Context: an optimization exercise on an open-source flow, tuned for small area, a short achievable clock period and few clock cycles. The choices shown serve that exercise and are no tape-out recipe. The RTL was checked by simulation tests, not by an equivalence proof against the original design. No activity file was given, so power comes from the tool's default toggle rates.

onyx:
Design circular_deque, start of the top module:
module circular_deque #(
  parameter int unsigned DEPTH = cdq_pkg::DEPTH_DEF
) (
  input  logic                              clk_i,
  input  logic                              rst_ni,
  input  logic                              req_valid_i,
  output logic                              req_ready_o,
  input  logic [cdq_pkg::OP_W-1:0]          req_operation_i,
  input  logic signed [cdq_pkg::DATA_W-1:0] req_push_value_i,
  output logic                              rsp_valid_o,
  input  logic                              rsp_ready_i,
  output logic                              rsp_status_o,
  output logic signed [cdq_pkg::DATA_W-1:0] rsp_popped_value_o,
  output logic                              rsp_is_full_o,
  output logic                              rsp_is_empty_o
);
Size in the first run: about 75 I/O pins.
==> flow/config.mk <==
export PLATFORM = sky130hd
export DESIGN_NAME = circular_deque
export DESIGN_NICKNAME = circular_deque
export VERILOG_FILES = /design/flow/design.v
export SDC_FILE = /design/flow/constraint.sdc
export NUM_CORES = 4
export LEC_CHECK = 0
export CAP_MARGIN = 20
export CORE_MARGIN = 2
export CORE_UTILIZATION = 60
export CTS_BUF_LIST = sky130_fd_sc_hd__clkbuf_16
export CTS_CLUSTER_DIAMETER = 60
export CTS_CLUSTER_SIZE = 30
export SETUP_SLACK_MARGIN = 2.4
export SLEW_MARGIN = 20
==> flow/constraint.sdc <==
create_clock -name core_clock -period 4.5 [get_ports {clk_i}]
set_input_delay 0.9000 -clock core_clock [delete_from_list [all_inputs] [get_ports {clk_i}]]
set_output_delay 0.9000 -clock core_clock [all_outputs]
set_load 0.01 [all_outputs]
standard.sh (not shown) runs the stock make flow with config.mk's settings and CLKGATE_MAP_FILE= SYNTH_SCRIPT=/design/flow/synth_recipe.tcl, a recipe that flattens the netlist after the stock synthesis.
==> flow/flow/run.sh <==
#!/bin/bash
# The standard layout (standard.sh), with one logic-preserving netlist
# rewrite between synthesis and floorplan (flow/eco.tcl) and the port
# buffers inserted as buf_4 cells. Each tool's output goes to its own log.
set -euo pipefail
export BUFFER_PORTS_ARGS="-buffer_cell sky130_fd_sc_hd__buf_4"
bash standard.sh synth > synth.log 2>&1
export RES=$PWD/orfs/results/$FLOW_PLATFORM/circular_deque/base
openroad -no_init -exit flow/eco.tcl > eco.log 2>&1
bash standard.sh > layout.log 2>&1
==> flow/flow/eco.tcl <==
# Logic-preserving rewrite of the synthesized netlist: req_ready_o is
# !busy_q | rsp_ready_i. Synthesis maps it as and2b(A_N=rsp_ready_i, B=busy_q)
# followed by an inverter, which puts rsp_ready_i through two inverting
# stages inside the and2b. Drive the port instead from an or2b
# (X = A | !B_N) with A = rsp_ready_i, B_N = busy_q, and leave the original
# gates driving the internal loads.
read_db $::env(RES)/1_synth.odb
set db [ord::get_db]
set block [[$db getChip] getBlock]
proc out_iterm {net} {
  foreach it [$net getITerms] { if {[$it isOutputSignal]} { return $it } }
  return ""
}
set port_net [$block findNet req_ready_o]
set rsp_net  [$block findNet rsp_ready_i]
set busy_net [$block findNet busy_q]
set ok 0
if {$port_net ne "NULL" && $rsp_net ne "NULL" && $busy_net ne "NULL"} {
  set drv [out_iterm $port_net]
  if {$drv ne ""} {
    set inv [$drv getInst]
    puts "ECO: req_ready_o driven by [$inv getName] [[$inv getMaster] getName]"
    if {[string match "*__inv_*" [[$inv getMaster] getName]] || [string match "*__clkinv_*" [[$inv getMaster] getName]]} {
      set n1 [[$inv findITerm A] getNet]
      set d1 [out_iterm $n1]
      if {$d1 ne ""} {
        set g [$d1 getInst]
        puts "ECO: inverter input driven by [$g getName] [[$g getMaster] getName]"
        if {[string match "*__and2b_*" [[$g getMaster] getName]] &&
            [[[$g findITerm A_N] getNet] getName] eq "rsp_ready_i" &&
            [[[$g findITerm B] getNet] getName] eq "busy_q"} {
          set ok 1
        }
      }
    }
  }
}
if {$ok} {
  set int_net [odb::dbNet_create $block req_ready_int]
  foreach it [$port_net getITerms] {
    $it disconnect
    $it connect $int_net
  }
  set m [$db findMaster sky130_fd_sc_hd__or2b_2]
  set new [odb::dbInst_create $block $m eco_req_ready]
  [$new findITerm A] connect $rsp_net
  [$new findITerm B_N] connect $busy_net
  [$new findITerm X] connect $port_net
  puts "ECO: applied"
} else {
  puts "ECO: pattern not found, netlist left unchanged"
}
write_db $::env(RES)/1_synth.odb
Testbench counts of onyx, summed over its fixed seeds: cycles 16,016.
> inputs changed (onyx -> tundra)
--- a/flow/flow/eco.tcl
+++ b/flow/flow/eco.tcl
@@ -4,3 +4,3 @@
-# stages inside the and2b. Drive the port instead from an or2b
-# (X = A | !B_N) with A = rsp_ready_i, B_N = busy_q, and leave the original
-# gates driving the internal loads.
+# stages inside the and2b. Drive the port instead from
+# nand2(!rsp_ready_i, busy_q), with the inverter on rsp_ready_i its own cell,
+# and leave the original gates driving the internal loads.
@@ -44,5 +44,8 @@
-  set m [$db findMaster sky130_fd_sc_hd__or2b_2]
-  set new [odb::dbInst_create $block $m eco_req_ready]
-  [$new findITerm A] connect $rsp_net
-  [$new findITerm B_N] connect $busy_net
-  [$new findITerm X] connect $port_net
+  set rsp_n [odb::dbNet_create $block rsp_ready_n]
+  set inv2 [odb::dbInst_create $block [$db findMaster sky130_fd_sc_hd__inv_2] eco_rsp_ready_n]
+  [$inv2 findITerm A] connect $rsp_net
+  [$inv2 findITerm Y] connect $rsp_n
+  set new [odb::dbInst_create $block [$db findMaster sky130_fd_sc_hd__nand2_2] eco_req_ready]
+  [$new findITerm A] connect $rsp_n
+  [$new findITerm B] connect $busy_net
+  [$new findITerm Y] connect $port_net
Results
- Changes observed in tundra relative to onyx: slew at the pin closest to its max-slew limit saw an increase, sequential share of layout area saw an increase.
- When the final numbers for tundra and onyx were put side by side, the post-route worst setup slack turned out to be greater in tundra.
- Going from onyx to tundra, post-place setup slack shrinks by 0.010 ns.
- Sum of met3 wire segment lengths after detailed routing for tundra: 7.5% up relative to onyx
- Non-clock buffer count delta for tundra relative to onyx: about 5% higher
- Of tundra and onyx, the lower routed metal-1 wirelength belongs to tundra.
- Summary — final clock period utilization by the worst path, tundra relative to onyx: lower, by 3.5 points.
- tundra vs onyx: part of the power in the clock network down in tundra
- Re core utilization: tundra is 0.20 points down on onyx.
The inputs of lagoon differ from those of tundra as listed below.
--- a/flow/config.mk
+++ b/flow/config.mk
@@ -14 +14 @@
-export SETUP_SLACK_MARGIN = 2.4
+export SETUP_SLACK_MARGIN = 2.55
## What came out
Result: PASS for each of tundra and lagoon
Lower design area goes to tundra over lagoon.
Measured against each other, tundra and lagoon differ in total power consumption of the routed design, the higher figure coming from lagoon.
Proportion of total power due to net switching is lower on tundra
#### Input delta (zinc over lagoon)
--- a/flow/flow/eco.tcl
+++ b/flow/flow/eco.tcl
@@ -2,3 +2,3 @@
-# !busy_q | rsp_ready_i. Synthesis maps it as and2b(A_N=rsp_ready_i, B=busy_q)
-# followed by an inverter, which puts rsp_ready_i through two inverting
-# stages inside the and2b. Drive the port instead from
+# !busy_q | rsp_ready_i. Synthesis maps it as nand2b(A_N=rsp_ready_i,
+# B=busy_q), or as and2b with the same inputs followed by an inverter; both
+# put rsp_ready_i through the slow inverted input of the b-cell. Drive the port instead from
@@ -17,0 +18,9 @@
+proc net_of {inst pin} {
+  set it [$inst findITerm $pin]
+  if {$it eq "NULL" || [$it getNet] eq "NULL"} { return "" }
+  return [[$it getNet] getName]
+}
+proc is_rsp_and_not_busy {g} {
+  # and2b / nand2b with A_N = rsp_ready_i and B = busy_q
+  return [expr {[net_of $g A_N] eq "rsp_ready_i" && [net_of $g B] eq "busy_q"}]
+}
@@ -21,5 +30,7 @@
-    set inv [$drv getInst]
-    puts "ECO: req_ready_o driven by [$inv getName] [[$inv getMaster] getName]"
-    if {[string match "*__inv_*" [[$inv getMaster] getName]] || [string match "*__clkinv_*" [[$inv getMaster] getName]]} {
-      set n1 [[$inv findITerm A] getNet]
-      set d1 [out_iterm $n1]
+    set g [$drv getInst]
+    set gm [[$g getMaster] getName]
+    puts "ECO: req_ready_o driven by [$g getName] $gm"
+    if {[string match "*__nand2b_*" $gm] && [is_rsp_and_not_busy $g]} {
+      set ok 1
+    } elseif {[string match "*__inv_*" $gm] || [string match "*__clkinv_*" $gm]} {
+      set d1 [out_iterm [[$g findITerm A] getNet]]
@@ -27,5 +38,3 @@
-        set g [$d1 getInst]
-        puts "ECO: inverter input driven by [$g getName] [[$g getMaster] getName]"
-        if {[string match "*__and2b_*" [[$g getMaster] getName]] &&
-            [[[$g findITerm A_N] getNet] getName] eq "rsp_ready_i" &&
-            [[[$g findITerm B] getNet] getName] eq "busy_q"} {
+        set g1 [$d1 getInst]
+        puts "ECO: inverter input driven by [$g1 getName] [[$g1 getMaster] getName]"
+        if {[string match "*__and2b_*" [[$g1 getMaster] getName]] && [is_rsp_and_not_busy $g1]} {
--- a/flow/config.mk
+++ b/flow/config.mk
@@ -10 +10 @@
-export CORE_UTILIZATION = 60
+export CORE_UTILIZATION = 50
@@ -12 +12 @@
-export CTS_CLUSTER_DIAMETER = 60
+export CTS_CLUSTER_DIAMETER = 70
@@ -14 +14 @@
-export SETUP_SLACK_MARGIN = 2.55
+export SETUP_SLACK_MARGIN = 2.4
Notes after the runs:
- After synthesis and placement, the instance count of zinc is above that of lagoon.
- Diff lagoon and zinc: number of well taps higher in zinc
- Worst path setup slack after routing ends up higher on zinc.
Input changes introduced in nickel (baseline for comparison: zinc):
--- a/flow/config.mk
+++ b/flow/config.mk
@@ -10 +10 @@
-export CORE_UTILIZATION = 50
+export CORE_UTILIZATION = 68
@@ -12 +12 @@
-export CTS_CLUSTER_DIAMETER = 70
+export CTS_CLUSTER_DIAMETER = 60
Findings:
Delta(number of cell rows, nickel - zinc) < 0
Summary — total routed wire length on the met1 layer, nickel relative to zinc: lower, by 2500 um.
Delta (nickel minus zinc): global placement routability congestion now sits lower, die area decreased by 0.012 sq mm relative to the old numbers, internal power summed over all cells saw an increase, final critical-path share of the clock period essentially unchanged.
nickel finished every step from synthesis to the final layout, and the layout passed the timing, design-rule and antenna checks.
Here is what was changed in the inputs of garnet compared with nickel.
--- a/flow/config.mk
+++ b/flow/config.mk
@@ -10 +10 @@
-export CORE_UTILIZATION = 68
+export CORE_UTILIZATION = 50
@@ -13 +13 @@
-export CTS_CLUSTER_SIZE = 30
+export CTS_CLUSTER_SIZE = 36
==> summary.txt <==
When garnet is set beside nickel, its count of inserted tapcells turns out to be 36% larger. garnet vs nickel — mean number of vias per cell dropped 0.67. Global-route usage on garnet is down relative to nickel. garnet vs nickel on register share of the cell area: garnet is the lower one. NOTE: overall power of the completed layout in garnet falls short of that of nickel. Compared with nickel, in garnet wire length after detailed routing went up 3.5%, maximum VDD drop went up about 3%, power spent charging and discharging nets went up 0.032 mW.

port drivers added, routing unchanged:
Ports are ideal in the flow. The routed layouts listed here were re-timed in OpenROAD.
Step 1: set_driving_cell puts a clkbuf_16 on clk_i and a buf_2 on each other input, an assumption about the parent block.
Step 2 times the ports against the registers' clock, not the clock port: input delays grow and output delays shrink by t, the midpoint of the rising clock arrivals with the driver on.
a / b / c = ideal ports / drivers / drivers and shift; a / b = the first two.
run	t, ns	setup WS [ns]	hold slack, ns	worst setup path at the end	latest minus earliest clock arrival (ns)
onyx	0.585	2.248 / 2.216 / 1.929	0.244 / 0.215 / 0.426	input to register	0.033 / 0.033
tundra	0.606	2.404 / 2.366 / 1.892	0.180 / 0.157 / 0.405	input to register	0.037 / 0.038
lagoon	0.585	2.401 / 2.363 / 1.910	0.236 / 0.209 / 0.429	input to register	0.037 / 0.037
zinc	0.624	2.405 / 2.367 / 1.843	0.177 / 0.150 / 0.434	input to register	0.037 / 0.038
nickel	0.597	2.403 / 2.359 / 1.864	0.202 / 0.173 / 0.431	input to register	0.027 / 0.026
garnet	0.619	2.404 / 2.366 / 1.847	0.174 / 0.146 / 0.431	input to register	0.032 / 0.032
After both steps every run listed still meets setup and hold. The setup slack of zinc, which loses most, moves by -0.038 ns with the drivers and by -0.562 ns with both steps.
